From an optimization exercise on the open Yosys and OpenROAD flow, aimed at small area, a short achievable clock period and few clock cycles per item; shortcuts taken in it are not production practice.
At most, simulation tests tie the RTL to the original design; equivalence was not proved.
Power and IR drop assume default switching activity. No driver is modelled on the clock port, so clocking that relies on it looks cheaper here than on a real chip.

==> module apostolico_crochemore_matcher_core, before the edit <==
module apostolico_crochemore_matcher_core (
    input  logic             aclk,
    input  logic             aresetn,
    input  logic             s_valid,
    output logic             s_ready,
    input  logic             s_cmd,
    input  logic [7:0]       s_data,
    input  logic             s_last,
    output logic             m_valid,
    input  logic             m_ready,
    output logic             m_found,
    output logic [acm_pkg::POS_W-1:0] m_position
);
    localparam int N     = acm_pkg::MAX_PATTERN;    
    localparam int AW    = acm_pkg::ADDR_W;         
    localparam int IW    = acm_pkg::IDX_W;          
    localparam int POS_W = acm_pkg::POS_W;
    logic             sv, scmd, slast;      
    logic [7:0]       sdata;
    logic             iv, icmd, ilast;      
    logic [7:0]       idata;
    logic             acc, hold, rdy;
    assign acc = s_valid && rdy;
    always_ff @(posedge aclk) begin
        if (!hold) begin
            idata <= sv ? sdata : s_data;
            icmd  <= sv ? scmd  : s_cmd;
            ilast <= sv ? slast : s_last;
        end else if (!sv) begin
            sdata <= s_data;
            scmd  <= s_cmd;
            slast <= s_last;
        end
    end
    always_ff @(posedge aclk) begin
        if (!aresetn) begin
            iv  <= 1'b0;
            sv  <= 1'b0;
            rdy <= 1'b1;
        end else if (!hold) begin
            iv  <= sv || acc;
            sv  <= 1'b0;
            rdy <= 1'b1;
        end else begin
            sv  <= sv || acc;
            rdy <= !(sv || acc);
        end
    end
    logic             loading, have, fresh, restart;
    logic [IW-1:0]    kcnt;         
    logic [IW-1:0]    wc;           
    logic [POS_W-1:0] pc;           
    logic [AW-1:0]    h, hl;        
    logic             rv, ov, r_stall;
    logic [IW-1:0]    idx;
    logic             pat_go, txt_go, scan, wr, counted;
    logic [IW-1:0]    kcnt_new;
    assign r_stall = rv && ov && !m_ready;
    assign idx     = loading ? kcnt : '0;
    assign hold    = iv && (icmd ? r_stall : (loading && !kcnt[IW-1] && hl != '0));
    assign pat_go  = iv && !icmd && !hold;
    assign txt_go  = iv && icmd && !hold;
    assign scan    = txt_go && have;
    assign wr      = pat_go && !idx[IW-1];
    assign kcnt_new = idx[IW-1] ? idx : idx + IW'(1);
    assign counted  = (wc[IW-1:1] == '0);
    always_ff @(posedge aclk) begin
        if (!aresetn) begin
            loading <= 1'b0;
            have    <= 1'b0;
            fresh   <= 1'b1;
            kcnt    <= '0;
            h       <= '0;
            hl      <= '0;
        end else begin
            h  <= (wr && idx == '0) ? '0 : h + AW'(1);
            hl <= wr ? '0 : hl + AW'(1);
            if (pat_go) begin
                loading <= !ilast;
                kcnt    <= kcnt_new;
                have    <= ilast;
                fresh   <= 1'b1;
            end else if (scan) begin
                fresh   <= ilast;
            end
        end
    end
    always_ff @(posedge aclk) begin
        if (pat_go && ilast) begin
            wc      <= kcnt_new;
            restart <= 1'b1;
        end else if (scan) begin
            if (counted) begin
                pc <= restart ? '0 : pc + POS_W'(1);
            end
            if (ilast) begin
                wc      <= kcnt;
                restart <= 1'b1;
            end else if (counted) begin
                restart <= 1'b0;
            end else begin
                wc <= wc - IW'(1);
            end
        end
    end
    logic [7:0] ring [N];
    always_ff @(posedge aclk) begin
        ring[0] <= wr ? idata : ring[N-1];
        for (int s = 1; s < N; s++) ring[s] <= ring[s-1];
    end
    logic [N-1:0] g, first, lastp;
    genvar gs;
    generate
        for (gs = 0; gs < N; gs++) begin : g_slot
            logic eq;
            assign eq        = (ring[gs] == idata);
            assign first[gs] = (h == AW'(gs));
            assign lastp[gs] = (hl == AW'((gs + 1) % N));
            always_ff @(posedge aclk) begin
                if (scan) begin
                    g[gs] <= (first[gs] || (g[gs] && !fresh)) && eq;
                end else begin
                    g[gs] <= g[(gs + N - 1) % N];
                end
            end
        end
    endgenerate
    logic             rhave, rfirst, rf_hold, rfound, rcnt;
    logic             o_take;
    logic [POS_W:0]   od;
    assign rfound = rfirst ? (rhave && |(g & lastp)) : rf_hold;
    assign o_take = !ov || m_ready;
    always_ff @(posedge aclk) begin
        if (!aresetn) begin
            rv <= 1'b0;
            ov <= 1'b0;
        end else begin
            if (txt_go) begin
                rv <= 1'b1;
            end else if (o_take) begin
                rv <= 1'b0;
            end
            if (o_take) begin
                ov <= rv;
            end
        end
    end
    always_ff @(posedge aclk) begin
        rfirst  <= txt_go;
        rf_hold <= rfound;
        if (txt_go) begin
            rhave <= have;
            rcnt  <= have && counted;
        end
        od <= od ^ ((od ^ {rfound, rcnt ? pc : POS_W'(0)}) & {(POS_W + 1){o_take}});
    end
    assign s_ready    = rdy;
    assign m_valid    = ov;
    assign m_found    = od[POS_W];
    assign m_position = od[POS_W-1:0];
endmodule
Settings: LEC_CHECK=0, CAP_MARGIN=20, CORE_MARGIN=2, CORE_UTILIZATION=70, SLEW_MARGIN=20; clock period 8.0 ns.
standard.sh (not shown) runs the stock make flow with config.mk's settings and CLKGATE_MAP_FILE= SYNTH_SCRIPT=/design/flow/synth_recipe.tcl, a recipe that flattens the netlist after the stock synthesis.
==> flow/flow/run.sh <==
#!/bin/bash
set -euo pipefail
bash standard.sh SETUP_SLACK_MARGIN=5.3 "CTS_ARGS=-sink_clustering_enable -repair_clock_nets -sink_clustering_size 30 -sink_clustering_max_diameter 80 -buf_list sky130_fd_sc_hd__clkbuf_16 -dont_use_dummy_load" finish > flow_standard.log 2>&1
The first run passed the timing, DRC and antenna checks.
==> next run, changes <==
--- a/flow/design.v
+++ b/flow/design.v
@@ -79,5 +79,5 @@
         end
     end
-    logic             loading, have, fresh, restart;
+    logic             loading, have, restart;
     logic [IW-1:0]    kcnt;         
     logic [IW-1:0]    wc;           
@@ -101,5 +101,4 @@
             loading <= 1'b0;
             have    <= 1'b0;
-            fresh   <= 1'b1;
             kcnt    <= '0;
             h       <= '0;
@@ -112,7 +111,4 @@
                 kcnt    <= kcnt_new;
                 have    <= ilast;
-                fresh   <= 1'b1;
-            end else if (scan) begin
-                fresh   <= ilast;
             end
         end
@@ -151,5 +147,5 @@
             always_ff @(posedge aclk) begin
                 if (scan) begin
-                    g[gs] <= (first[gs] || (g[gs] && !fresh)) && eq;
+                    g[gs] <= (first[gs] || g[gs]) && eq;
                 end else begin
                     g[gs] <= g[(gs + N - 1) % N];
@@ -158,8 +154,8 @@
         end
     endgenerate
-    logic             rhave, rfirst, rf_hold, rfound, rcnt;
+    logic             rfirst, rf_hold, rfound, rcnt;
     logic             o_take;
     logic [POS_W:0]   od;
-    assign rfound = rfirst ? (rhave && |(g & lastp)) : rf_hold;
+    assign rfound = rfirst ? (rcnt && |(g & lastp)) : rf_hold;
     assign o_take = !ov || m_ready;
     always_ff @(posedge aclk) begin
@@ -182,8 +178,9 @@
         rf_hold <= rfound;
         if (txt_go) begin
-            rhave <= have;
             rcnt  <= have && counted;
         end
-        od <= od ^ ((od ^ {rfound, rcnt ? pc : POS_W'(0)}) & {(POS_W + 1){o_take}});
+        if (o_take) begin
+            od <= {rfound, rcnt ? pc : POS_W'(0)};
+        end
     end
     assign s_ready    = rdy;
=> Clock-buffer cell count increases by 1. Sequential power stays flat. Total power increases slightly. Area after synthesis decreases slightly. Routed wire length increases by a few percent. Critical path depth decreases by 6. Global-route usage increases by 1.3 points. Via count decreases by a few percent. Flip-flop and latch count decreases by 2. Cell count decreases by a few percent. Die area decreases slightly. Setup slack got worse by 26 ps. Register-to-register slack improved by 120 ps. Utilization increases by 0.40 points.
Testbench counts after the change, summed over its fixed seeds: cycles 28,267, text beats 26,169.
Function not checked in the first run of this note: the RTL went through the layout flow alone.

==> what the ideal ports hide <==
How much do the figures lean on ideal ports? The routed layouts below were timed once more, with nothing changed but the port constraints.
Step 1 (the two cells are an assumption about what drives the block):
set clk [get_ports {aclk}]
set_driving_cell -lib_cell sky130_fd_sc_hd__clkbuf_16 $clk
set_driving_cell -lib_cell sky130_fd_sc_hd__buf_2 [delete_from_list [all_inputs] $clk]
Step 2 adds t to the input delays and takes it off the output delays; t is the mean of the earliest and latest rising clock arrival at the registers after step 1. Input paths then give back, and output paths get back, about the clock's delay inside the block.
Slacks: no drivers / after step 1 / after step 2; pairs: no drivers / after step 1.
run	t, ns	setup slack, ns	clock arrival spread, ns	cell pins on the clock port's net
the first run	0.627	5.287 / 5.240 / 4.814	0.036 / 0.037	1
the second run	0.633	5.262 / 5.207 / 4.862	0.039 / 0.039	1
After both steps setup and hold are still met in every run listed. The setup slack of the first run, which loses most, moves by -0.047 ns with the drivers and by -0.473 ns with both steps.
